This is an optimization exercise on Yosys and OpenROAD, whose aim is small area, a short achievable clock period and few clock cycles per item, not a production implementation.
In this exercise RTL edits were held to simulation tests only and were not proved equivalent to the original.
Power and IR drop assume default switching activity.

==> design.v <==
package bf_pkg;
   typedef enum logic [1:0] {
      OP_INSERT = 2'b00,
      OP_REMOVE = 2'b01,
      OP_AGE    = 2'b10,
      OP_QUERY  = 2'b11
   } bf_op_e;
   typedef logic [4-1:0] bucket_t;
   typedef bucket_t [12-1:0] bucket_word_t;
   typedef struct packed {
      bf_op_e                  op;
      logic [4-1:0] tag;
      logic [6-1:0] hash0;  
      logic [6-1:0] hash1;  
   } bf_req_t;
   typedef struct packed {
      bf_op_e                  op;
      logic [4-1:0] tag;
      logic                    hit;   
   } bf_rsp_t;
endpackage
module bf_req_ingress
(
   input  logic                     clk,
   input  logic                     rst_n,
   input  logic                     req_valid,
   input  bf_pkg::bf_req_t          req,
   output logic                     credit_return,
   output logic                     s1_valid,
   output bf_pkg::bf_req_t          s1_req,
   output logic [6-1:0] rd_addr0,
   output logic [6-1:0] rd_addr1
);
   localparam int PTR_W = $clog2(4);
   logic [17:0]      q_mem [0:4-1];   
   logic [PTR_W:0]   wr_ptr;   
   logic [PTR_W:0]   rd_ptr;
   logic             q_empty;
   logic             q_full;
   logic             push;
   logic             pop;
   bf_pkg::bf_req_t  head;
   assign q_empty = (wr_ptr == rd_ptr);
   assign q_full  = (wr_ptr[PTR_W] != rd_ptr[PTR_W]) &&
                    (wr_ptr[PTR_W-1:0] == rd_ptr[PTR_W-1:0]);
   assign push = req_valid && !q_full;
   assign pop  = !q_empty;
   assign head = q_mem[rd_ptr[PTR_W-1:0]];
   assign rd_addr0      = head.hash0;
   assign rd_addr1      = head.hash1;
   assign credit_return = pop;
   always_ff @(posedge clk) begin
      if (push) begin
         q_mem[wr_ptr[PTR_W-1:0]] <= req;
      end
   end
   always_ff @(posedge clk) begin
      if (!rst_n) begin
         wr_ptr <= '0;
         rd_ptr <= '0;
      end else begin
         if (push) wr_ptr <= wr_ptr + 1'b1;
         if (pop)  rd_ptr <= rd_ptr + 1'b1;
      end
   end
   always_ff @(posedge clk) begin
      if (!rst_n) begin
         s1_valid <= 1'b0;
      end else begin
         s1_valid <= pop;
      end
   end
   always_ff @(posedge clk) begin
      s1_req <= head;
   end
endmodule
module bf_bucket_bank
(
   input  logic                     clk,
   input  logic                     rst_n,
   input  logic [6-1:0] rd_addr,
   input  logic                     wr_en,
   input  logic [6-1:0] wr_addr,
   input  bf_pkg::bucket_word_t     wr_word,
   output bf_pkg::bucket_word_t     rd_word
);
   localparam int NUM_WORDS = 1 << 6;
   bf_pkg::bucket_word_t   mem [0:NUM_WORDS-1];
   logic [NUM_WORDS-1:0]   word_vld;   
   always_ff @(posedge clk) begin
      if (!rst_n) begin
         word_vld <= '0;
      end else if (wr_en) begin
         word_vld[wr_addr] <= 1'b1;
      end
   end
   always_ff @(posedge clk) begin
      if (wr_en) begin
         mem[wr_addr] <= wr_word;
      end
   end
   always_ff @(posedge clk) begin
      if (word_vld[rd_addr]) begin
         rd_word <= mem[rd_addr];
      end else begin
         rd_word <= '0;    
      end
   end
endmodule
module bf_bucket_update
(
   input  logic                     clk,
   input  logic                     rst_n,
   input  logic                     s1_valid,
   input  bf_pkg::bf_req_t          s1_req,
   input  bf_pkg::bucket_word_t     rd_word0,
   input  bf_pkg::bucket_word_t     rd_word1,
   output logic                     wr_en,
   output logic [6-1:0] wr_addr0,
   output logic [6-1:0] wr_addr1,
   output bf_pkg::bucket_word_t     wr_word0,
   output bf_pkg::bucket_word_t     wr_word1,
   output logic                     rsp_valid,
   output bf_pkg::bf_rsp_t          rsp
);
   localparam logic [4-1:0] BKT_MAX = '1;
   logic                     hist_en;
   logic [6-1:0] hist_addr0;
   logic [6-1:0] hist_addr1;
   bf_pkg::bucket_word_t     hist_word0;
   bf_pkg::bucket_word_t     hist_word1;
   bf_pkg::bucket_word_t cur_word0;
   bf_pkg::bucket_word_t cur_word1;
   bf_pkg::bucket_word_t nxt_word0;
   bf_pkg::bucket_word_t nxt_word1;
   logic         present0;
   logic         present1;
   function automatic bf_pkg::bucket_word_t fwd_word(
      input logic [6-1:0] addr,
      input bf_pkg::bucket_word_t     bank_word,
      input logic                     new_en,
      input logic [6-1:0] new_addr,
      input bf_pkg::bucket_word_t     new_word,
      input logic                     old_en,
      input logic [6-1:0] old_addr,
      input bf_pkg::bucket_word_t     old_word
   );
      bf_pkg::bucket_word_t sel;
      sel = bank_word;
      if (new_en && new_addr == addr) begin
         sel = new_word;
      end else if (old_en && old_addr == addr) begin
         sel = old_word;
      end
      fwd_word = sel;
   endfunction
   function automatic logic [12*4-1:0] lane_update(
      input logic [1:0]                                  op,
      input logic [12*4-1:0] cur
   );
      logic [12*4-1:0] nxt;
      logic                                       found;
      nxt   = cur;
      found = 1'b0;
      if (op == bf_pkg::OP_INSERT) begin
         if (cur[4-1:0] != BKT_MAX) begin
            nxt[4-1:0] = cur[4-1:0] + 1'b1;    
         end
      end else if (op == bf_pkg::OP_REMOVE) begin
         for (int i = 0; i < 12; i++) begin
            if (!found && cur[i*4 +: 4] != '0) begin
               nxt[i*4 +: 4] =
                  cur[i*4 +: 4] - 1'b1;
               found = 1'b1;
            end
         end
      end else if (op == bf_pkg::OP_AGE) begin
         nxt = {cur[(12-1)*4-1:0], {4{1'b0}}};
      end
      lane_update = nxt;
   endfunction
   always_comb begin
      cur_word0 = fwd_word(s1_req.hash0, rd_word0, wr_en, wr_addr0, wr_word0,
                           hist_en, hist_addr0, hist_word0);
      cur_word1 = fwd_word(s1_req.hash1, rd_word1, wr_en, wr_addr1, wr_word1,
                           hist_en, hist_addr1, hist_word1);
      present0  = |cur_word0;
      present1  = |cur_word1;
      nxt_word0 = lane_update(s1_req.op, cur_word0);
      nxt_word1 = lane_update(s1_req.op, cur_word1);
   end
   always_ff @(posedge clk) begin
      if (!rst_n) begin
         wr_en     <= 1'b0;
         rsp_valid <= 1'b0;
         hist_en   <= 1'b0;
      end else begin
         wr_en     <= s1_valid;
         rsp_valid <= s1_valid;   
         hist_en   <= wr_en;
      end
   end
   always_ff @(posedge clk) begin
      wr_addr0   <= s1_req.hash0;
      wr_addr1   <= s1_req.hash1;
      wr_word0   <= nxt_word0;
      wr_word1   <= nxt_word1;
      rsp.op     <= s1_req.op;
      rsp.tag    <= s1_req.tag;
      rsp.hit    <= present0 & present1;
      hist_addr0 <= wr_addr0;
      hist_addr1 <= wr_addr1;
      hist_word0 <= wr_word0;
      hist_word1 <= wr_word1;
   end
endmodule
module bloom_filter_top
(
   input  logic        clk,
   input  logic        rst_n,
   input  logic        req_valid,
   input  logic [17:0] req,        
   output logic        credit_return,
   output logic        rsp_valid,
   output logic [6:0]  rsp         
);
   logic                     s1_valid;
   bf_pkg::bf_req_t          s1_req;
   logic [6-1:0] rd_addr0;
   logic [6-1:0] rd_addr1;
   bf_pkg::bucket_word_t     rd_word0;
   bf_pkg::bucket_word_t     rd_word1;
   logic                     wr_en;      
   logic [6-1:0] wr_addr0;
   logic [6-1:0] wr_addr1;
   bf_pkg::bucket_word_t     wr_word0;
   bf_pkg::bucket_word_t     wr_word1;
   bf_pkg::bf_req_t          req_s;
   bf_pkg::bf_rsp_t          rsp_s;
   assign req_s = bf_pkg::bf_req_t'(req);
   assign rsp   = rsp_s;
   bf_req_ingress u_ingress (
      .clk           (clk),
      .rst_n         (rst_n),
      .req_valid     (req_valid),
      .req           (req_s),
      .credit_return (credit_return),
      .s1_valid      (s1_valid),
      .s1_req        (s1_req),
      .rd_addr0      (rd_addr0),
      .rd_addr1      (rd_addr1)
   );
   bf_bucket_bank u_bank0 (
      .clk     (clk),
      .rst_n   (rst_n),
      .rd_addr (rd_addr0),
      .wr_en   (wr_en),
      .wr_addr (wr_addr0),
      .wr_word (wr_word0),
      .rd_word (rd_word0)
   );
   bf_bucket_bank u_bank1 (
      .clk     (clk),
      .rst_n   (rst_n),
      .rd_addr (rd_addr1),
      .wr_en   (wr_en),
      .wr_addr (wr_addr1),
      .wr_word (wr_word1),
      .rd_word (rd_word1)
   );
   bf_bucket_update u_update (
      .clk       (clk),
      .rst_n     (rst_n),
      .s1_valid  (s1_valid),
      .s1_req    (s1_req),
      .rd_word0  (rd_word0),
      .rd_word1  (rd_word1),
      .wr_en     (wr_en),
      .wr_addr0  (wr_addr0),
      .wr_addr1  (wr_addr1),
      .wr_word0  (wr_word0),
      .wr_word1  (wr_word1),
      .rsp_valid (rsp_valid),
      .rsp       (rsp_s)
   );
endmodule
==> run.sh <==
#!/bin/bash
# synth_recipe.tcl (not shown) runs the flow's synth.tcl, then flattens the netlist and writes it again
# the make line also repeats each setting of config.mk as NAME=value (left out here)
make -C /OpenROAD-flow-scripts/flow DESIGN_CONFIG=/design/flow/config.mk WORK_HOME=/design/flow/orfs CLKGATE_MAP_FILE= SYNTH_SCRIPT=/design/flow/synth_recipe.tcl finish
==> config.mk <==
export PLATFORM = sky130hd
export DESIGN_NAME = bloom_filter_top
export DESIGN_NICKNAME = bloom_filter_top
export VERILOG_FILES = /design/flow/design.v
export SDC_FILE = /design/flow/constraint.sdc
export NUM_CORES = 4
export LEC_CHECK = 0
export CAP_MARGIN = 20
export CORE_MARGIN = 2
export CORE_UTILIZATION = 45
export SLEW_MARGIN = 20
==> constraint.sdc <==
create_clock -name core_clock -period 5.5 [get_ports {clk}]
set_input_delay 1.1000 -clock core_clock [delete_from_list [all_inputs] [get_ports {clk}]]
set_output_delay 1.1000 -clock core_clock [all_outputs]
set_load 0.01 [all_outputs]
==> results of run 1 <==
-- state kept, by name, indices dropped and copies added, names as in the netlist, 7 cells and up, named ones only --
signal               flops
u_update.wr_word1       48
u_bank0.word_vld        64
u_bank0.rd_word         48
u_ingress.s1_req        18
u_update.hist_word1     48
u_bank0.mem           3072
u_bank1.rd_word         48
u_update.hist_word0     48
u_bank1.word_vld        64
u_bank1.mem           3072
u_update.rsp             7
u_ingress.q_mem         72
u_update.wr_word0       48
-- metal layers --
metal  vias to the layer above  global-route usage [%]
met2                      5769                    39.8
met3                      1078                    2.83
li1                      54900                       -
met4                         0                    8.62
met5                         -                       0
met1                     71700                    33.0
-- where the power goes --
| group | internal, mW | total, mW | switching (mW) |
|---|---|---|---|
| logic | 16.3 | 47.4 | 31.1 |
| clock network | 25.2 | 44.3 | 19.1 |
| registers | 62.8 | 63.7 | 0.922 |
-- cell families (layout without fill, tap and decap cells) --
family / after synthesis / count (layout) / synth area share, %
buf+inv: 848 / 1830 / 1.25
mux: 1773 / 1773 / 14.6
fa+ha+maj: 59 / 59 / 0.287
compound gates: 873 / 873 / 2.32
xor+xnor: 64 / 64 / 0.218
flops: 6692 / 6692 / 76.1
other cells: 0 / 14 / 0
simple gates: 2974 / 2974 / 5.15
-- metrics by stage --
| stage | area [µm²] | worst slack, ns | hold WS (ns) |
|---|---|---|---|
| finish | 292000 | 0.611 | 0.326 |
| floorplan | 258000 | 0.560 | 0.310 |
| detailed placement | 271000 | 0.740 | 0.314 |
| CTS | 292000 | 0.700 | 0.328 |
| global placement | 271000 | 0.737 | 0.311 |
| global route | 292000 | 0.295 | 0.331 |
-- worst paths after layout --
| check | from | depth (start not counted) | to |
|---|---|---|---|
| max | u_update.wr_addr0[3] | 16 | u_update.wr_word0[44] |
| min | u_ingress.s1_req[15] | 0 | u_update.rsp[4] |
| max reg2reg | u_update.wr_addr0[3] | 16 | u_update.wr_word0[44] |
| min reg2reg | u_ingress.s1_req[15] | 0 | u_update.rsp[4] |
-- area by class of cell --
type | instances | area share, %
Clock inverter | 313 | 0.997
Timing Repair Buffer | 561 | 1.90
Multi-Input combinational cell | 5743 | 20.3
Sequential cell | 6692 | 67.3
Inverter | 65 | 0.0892
Clock buffer | 891 | 6.18
Tap cell | 7533 | 3.23
Antenna cell | 14 | 0.0120
-- placed cells by master, fill, tap and decap left out, types with 95 or more instances in the layout --
cell,n
clkinv_2,99
o21ai_0,123
buf_12,97
dfxtp_2,95
mux2i_1,163
nand4_1,174
clkbuf_16,680
edfxtp_1,6216
nor2_1,246
dfxtp_1,378
o21a_1,134
mux4_2,1586
nor2_4,124
clkinv_1,117
clkbuf_1,188
a31oi_1,178
nand3_1,579
a21oi_1,139
buf_4,434
nand2_1,1534
-- worst reg2reg max path, cell delays in order (launching register included) --
cell and delay (ns):
dfxtp_1 0.59, xor2_1 0.15, nor4bb_1 0.80, nand2_2 0.45, nor2_1 0.19, a31oi_1 0.13, inv_1 0.14, ha_1 0.21
inv_1 0.08, nor3_1 0.35, nand3_1 0.14, nor2_1 0.10, a21oi_1 0.05, buf_4 0.21, nor4_4 0.68, a311oi_1 0.21
a221o_1 0.30
==> results.txt, run 1 <==
* RSZ-0062 raised after global routing: no
* Synth top cells by count: edfxtp_1, mux4_2, nand2_1, nand3_1, clkbuf_1
* Fmax at 205 MHz
* Crit path arrival time at 5.85 ns
* Post-route antenna net violation count at 0
* Power Dens Cells at 532 nW/µm²
* Crit-path cells: xor2_1 > nor4bb_1 > nand2_2 > nor2_1 > a31oi_1 > inv_1 > ha_1 > inv_1 > nor3_1 > nand3_1 > nor2_1 > a21oi_1 > buf_4 > nor4_4 > a311oi_1 > a221o_1
* Fin. max-slew vios at 0
* Worst Path Required at 6.46 ns
* Via-to-Cell Ratio at 6.12
* HPWL Detailed at 386000 µm
* Clock skew at 0.0427 ns
* Final setup vio count at 0
* CP Max Fanout at 15
* Uppermost layer routed: met4
* Initial antenna violation count at 11
* Clock slew at reported path FFs at 0.06 ns
* Worst setup EP type: flop
* DIE HEIGHT at 761 µm
* Fin Setup TNS at 0 ns
* Via Count at 133000
* Worst-Skew Late Latency at 1.11 ns
* Top cell type's share of synthesized area at 72.5%
* WL met1 at 283000 µm
* Initial detailed-routing violation count at 17200
* Post-synthesis cell count at 13300
* Sink Count at 6692
* Post-synth EDFFs at 6216
* Max clock buf depth at 4
* WL per Instance at 32.4 µm
* Largest area contributor in the netlist: edfxtp_1
* Remaining global-route overflow at 0
* Synth Register Bits at 6692
* CTS Buf Count at 661
* Met3 routed WL at 47500 µm
* Seq. cell area at 196000 µm²
* # Max-Cap Violations at 0
* DRC at 0
* Count leader, synth: edfxtp_1
* Synth Cell Area at 258000 µm²
* GRT Util Overall at 23.9%
* Synth Flop Type: edfxtp_1
* Final hold vios at 0
* Crit start category: flop
* Status: timing/DRC/antenna clean
* Routed wire length at 708000 µm
* CP max stage delay at 0.80 ns
* Fill cells at 45300
* Max VDD drop at 0.000399 V
* Routability Congestion at 0.872
* CP delay by family, top: simple AND/OR/NAND/NOR gates
* Final net count at 13800
* Starting Density at 45.2%
* Ys async rst share at 0%
* Post-CTS Resized at 0
* Power Total at 155 mW
* Largest net degree at the start of global routing at 113
* Number of setup buffers added after CTS at 0
* Chip Width at 761 µm
* CTS HTree Levels at 6
* First-pass GRT wire length at 998000 µm
* Synth area leaders: edfxtp_1, mux4_2, dfxtp_1, nand2_1, nand3_1
* Port buffer count at 29
* Root Buffer: clkbuf_16
* Ys Warns at 3
* Vias in the first global route at 132000
* Multi-input logic area at 59300 µm²
* Crit path max-delay cell type: nor4bb_1
* Placed cell count at 20600
* Sequential area share after synthesis at 76.1%
* Synth unique cells at 79
* Min cycle time layout at 4.89 ns
* Worst-margin pin slew at 1.22 ns
* Worst path bufs/invs at 3
* Period utilization at 88.9%
* TritonRoute pass-1 iters at 7
* Core region area at 570000 µm²
* Leak at 92.5 nW
* Crit Path Category: reg2reg
* Fraction of layout instances using a drive strength above 1 at 23.4%
* Synth Area per Inst at 19.4 µm²
* Met2 wire len at 348000 µm
* FF-to-FF setup slack at 0.61 ns
* Die area at 579000 µm²
* Rel. slew slack at 18.9%
* Row count at 277
* CTS Hold Bufs at 0
* Net Count, Synth at 13400
* CTS tree: done
* Ports at 30
* Final Non-Filler Cells at 21800
* Worst hold path class: reg2reg
* P&R area growth vs syn at 13.3%
* Fin util at 51.2%
Testbench counts, summed over its fixed seeds: cycles 24,024, items 24,000.
==> run 2: changes to the inputs <==
--- a/config.mk
+++ b/config.mk
@@ -6,6 +6,11 @@
 export NUM_CORES = 4
 export LEC_CHECK = 0
+export ABC_CLOCK_PERIOD_IN_PS = 3800
 export CAP_MARGIN = 20
 export CORE_MARGIN = 2
 export CORE_UTILIZATION = 45
+export CTS_CLUSTER_DIAMETER = 80
+export CTS_CLUSTER_SIZE = 30
+export SETUP_SLACK_MARGIN = 1.7
 export SLEW_MARGIN = 20
+export TNS_END_PERCENT = 5
==> run 2 against run 1 <==
  * Still clean on timing, DRC and antenna
  * Final cell count fell by 2.7%
  * Synthesized area did not move
  * Wire length rose by 0.64%
  * Critical path depth fell by 9
  * Global-route usage barely moved
  * Critical endpoint is now u_bank1.rd_word[39]
  * Largest cell class unchanged
  * Largest power group unchanged
==> results.txt, run 2 <==
* Count leader, synth: edfxtp_1
* Top cell type's share of synthesized area at 72.5% (unchanged)
* Synth area leaders: edfxtp_1, mux4_2, dfxtp_1, nand2_1, nand3_1
* GRT Util Overall at 24.0% (+0.037 points)
* WL per Instance at 33.6 µm (+3.5%)
* Worst-margin pin slew at 1.17 ns (-0.0497 ns)
* Ys Warns at 3 (unchanged)
* Hold_sp: u_ingress.s1_req[13]
* Sequential area share after synthesis at 76.1% (unchanged)
* Fin Setup TNS at 0 ns (unchanged)
* Max VDD drop at 0.000361 V (-9.5%)
* Fill cells at 46200 (+2.0%)
* Row count at 277 (unchanged)
* CP Max Fanout at 53 (+38)
* Synth Flop Type: edfxtp_1
* Worst Setup EP: u_bank1.rd_word[39]
* Multi-input logic area at 59900 µm² (+1.0%)
* Via Count at 131000 (-1.5%)
* Worst-Skew Late Latency at 1.03 ns (-0.08 ns)
* Fin. max-slew vios at 0 (unchanged)
* First-pass GRT wire length at 996000 µm (-0.25%)
* RSZ-0062 raised after global routing: yes
* Synth unique cells at 79 (unchanged)
* Post-synthesis cell count at 13300 (unchanged)
* Synth Cell Area at 258000 µm² (unchanged)
* Routed wire length at 712000 µm (+0.64%)
* Fraction of layout instances using a drive strength above 1 at 22.1% (-1.2 points)
* Post-synth EDFFs at 6216 (unchanged)
* Clock slew at reported path FFs at 0.11 ns (+0.05 ns)
* Post-route antenna net violation count at 0 (unchanged)
* Ports at 30 (unchanged)
* Max clock buf depth at 4 (unchanged)
* Remaining global-route overflow at 0 (unchanged)
* Largest net degree at the start of global routing at 96 (-15%)
* DIE HEIGHT at 761 µm (unchanged)
* Leak at 87.5 nW (-5.4%)
* Final setup vio count at 0 (unchanged)
* Worst Reg-to-Reg Cells at 7 (-9)
* DRC at 0 (unchanged)
* Worst setup EP type: flop
* Vias in the first global route at 129000 (-2.4%)
* Via-to-Cell Ratio at 6.19 (+1.3%)
* Synth Register Bits at 6692 (unchanged)
* Synth top cells by count: edfxtp_1, mux4_2, nand2_1, nand3_1, clkbuf_1
* Most common cell after layout, fill and taps aside: edfxtp_1
* CTS tree: done
* CTS Hold Bufs at 0 (unchanged)
* Worst Path Required at 6.38 ns (-0.08 ns)
* Final hold vios at 0 (unchanged)
* Ys async rst share at 0% (unchanged)
* Status: timing/DRC/antenna clean
* Initial detailed-routing violation count at 17000 (-1.4%)
* CTS Buf Count at 273 (-59%)
* Chip Width at 761 µm (unchanged)
* Root Buffer: clkbuf_16
* Most frequent cells in the layout: edfxtp_1, mux4_2, nand2_1
* Rel. slew slack at 22.2% (+3.3 points)
* Crit start category: flop
* Seq. cell area at 196000 µm² (about the same)
* Die area at 579000 µm² (unchanged)
* Net Count, Synth at 13400 (unchanged)
* Synth Area per Inst at 19.4 µm² (unchanged)
* Starting Density at 45.2% (unchanged)
* Sink Count at 6692 (unchanged)
* Final worst setup slack at 1.60 ns (+0.991 ns)
* Core region area at 570000 µm² (unchanged)
* Initial antenna violation count at 14 (+3)
* Period utilization at 70.9% (-18 points)
* Port buffer count at 29 (unchanged)
* Crit path arrival time at 4.77 ns (-1.08 ns)
* Routability Congestion at 0.864 (-0.92%)
* TritonRoute pass-1 iters at 6 (-1)
* # Max-Cap Violations at 0 (unchanged)
* FF-to-FF setup slack at 1.60 ns (+0.99 ns)
* CTS HTree Levels at 5 (-1)
* Final net count at 13600 (-1.5%)
* Worst hold path class: reg2reg
* Crit Path Category: reg2reg
* P&R area growth vs syn at 9.38%
* RR Endpoint: u_bank1.rd_word[39]
* Clock skew at 0.0591 ns (+0.0164 ns)
* HPWL Detailed at 394000 µm (+2.1%)
* Min cycle time layout at 3.90 ns (-0.991 ns)
* Power Dens Cells at 492 nW/µm² (-7.6%)
* DP Worst Slack at 0.814 ns (+0.0746 ns)
* Largest area contributor in the netlist: edfxtp_1
* Fmax at 256 MHz (+25%)
-- run 2: cell counts after synthesis --
No cell type changed its count.
-- run 2: how the worst min path moves through the flow --
stage / to / slack, ns / cells past startpoint
6_report: u_update.rsp[2] / 0.34 / 0
3_3_place_gp: u_update.rsp[4] / 0.31 / 0
3_5_place_dp: u_update.rsp[4] / 0.31 / 0
2_1_floorplan: u_update.rsp[1] / 0.31 / 0
4_1_cts: u_update.rsp[4] / 0.34 / 0
5_1_grt: u_update.rsp[3] / 0.34 / 0
-- run 2: cell type report --
| class | instances | share of cell area (%) |
|---|---|---|
| Sequential cell | 6692 | 69.7 |
| Multi-Input combinational cell | 5750 | 21.3 |
| Tap cell | 7533 | 3.34 |
| Clock buffer | 386 | 2.69 |
| Timing Repair Buffer | 731 | 2.69 |
| Clock inverter | 55 | 0.241 |
| Inverter | 65 | 0.0924 |
| Antenna cell | 6 | 0.00533 |
-- run 2: worst max-delay path: stages, from the launching register on --
cell,delay [ns]
dfxtp_4,0.62
buf_4,0.35
mux4_2,0.67
nor2b_4,0.73
buf_12,0.45
nand3_1,0.16
nand4_1,0.52
a21oi_1,0.15
-- run 2: kinds of logic after synthesis --
| family | Yosys count | share of synthesized area (%) |
|---|---|---|
| xor gates and xnor gates | 64 | 0.218 |
| and+or+nand+nor | 2974 | 5.15 |
| muxes | 1773 | 14.6 |
| adders and majority gates | 59 | 0.287 |
| buffers and inverters | 848 | 1.25 |
| AOI/OAI and AO/OA | 873 | 2.32 |
| DFF | 6692 | 76.1 |
-- run 2: timing repair --
item,CTS,global route
hold endpoints to repair,0,0
gates resized for setup,47,92
setup buffers,33,31
pin swaps,10,18
endpoints found under the setup margin,255,241
gates cloned,7,4
-- run 2: metal layers --
layer / vias up / GRT usage [%] / wire, µm
met5: - / 0 / 27
met4: 4 / 8.27 / 28600
met1: 71200 / 32.7 / 282000
met3: 925 / 2.24 / 44300
li1: 53900 / - / -
met2: 5309 / 40.8 / 357000
-- run 2: power by group --
group / leakage, nW / internal, mW / total (mW) / switching, mW
clock network: 3.99 / 10.2 / 25.7 / 15.5
registers: 60.7 / 62.7 / 63.7 / 1.00
logic: 22.8 / 17.4 / 49.2 / 31.8
-- run 2: metrics by stage --
step                      hold slack, ns  util [%]  power (mW)  instances  instance area [µm²]
after floorplan                    0.310         -        94.2      13300               258000
after global placement             0.311      47.7         113      20700               272000
after detailed placement           0.313      47.8         113      20700               272000
after CTS                          0.338      49.3         139      21200               281000
after global routing               0.344      49.5         144      21200               282000
final                              0.336      49.5         139      21200               282000

==> port drivers added, routing unchanged <==
Ports are ideal in the flow. The routed layouts listed here were re-timed in OpenROAD. Step 1 assumes that a clkbuf_16 drives the clock port and a buf_2 every other input. Step 2 adds t to the input delays and takes it off the output delays; t is the mean of the earliest and latest rising clock arrival at the registers after step 1. Input paths then give back, and output paths get back, about the clock's delay inside the block. Three values: no drivers, after step 1, after step 2; two values: the first two.
| run | t, ns | setup slack, ns | hold slack, ns | latest minus earliest clock arrival (ns) |
|---|---|---|---|---|
| run 1 | 1.223 | 0.611 / 0.611 / 0.611 | 0.326 / 0.326 / 0.326 | 0.043 / 0.043 |
| run 2 | 1.137 | 1.601 / 1.601 / 1.601 | 0.336 / 0.336 / 0.336 | 0.065 / 0.064 |
After both steps setup and hold are still met in every run listed.
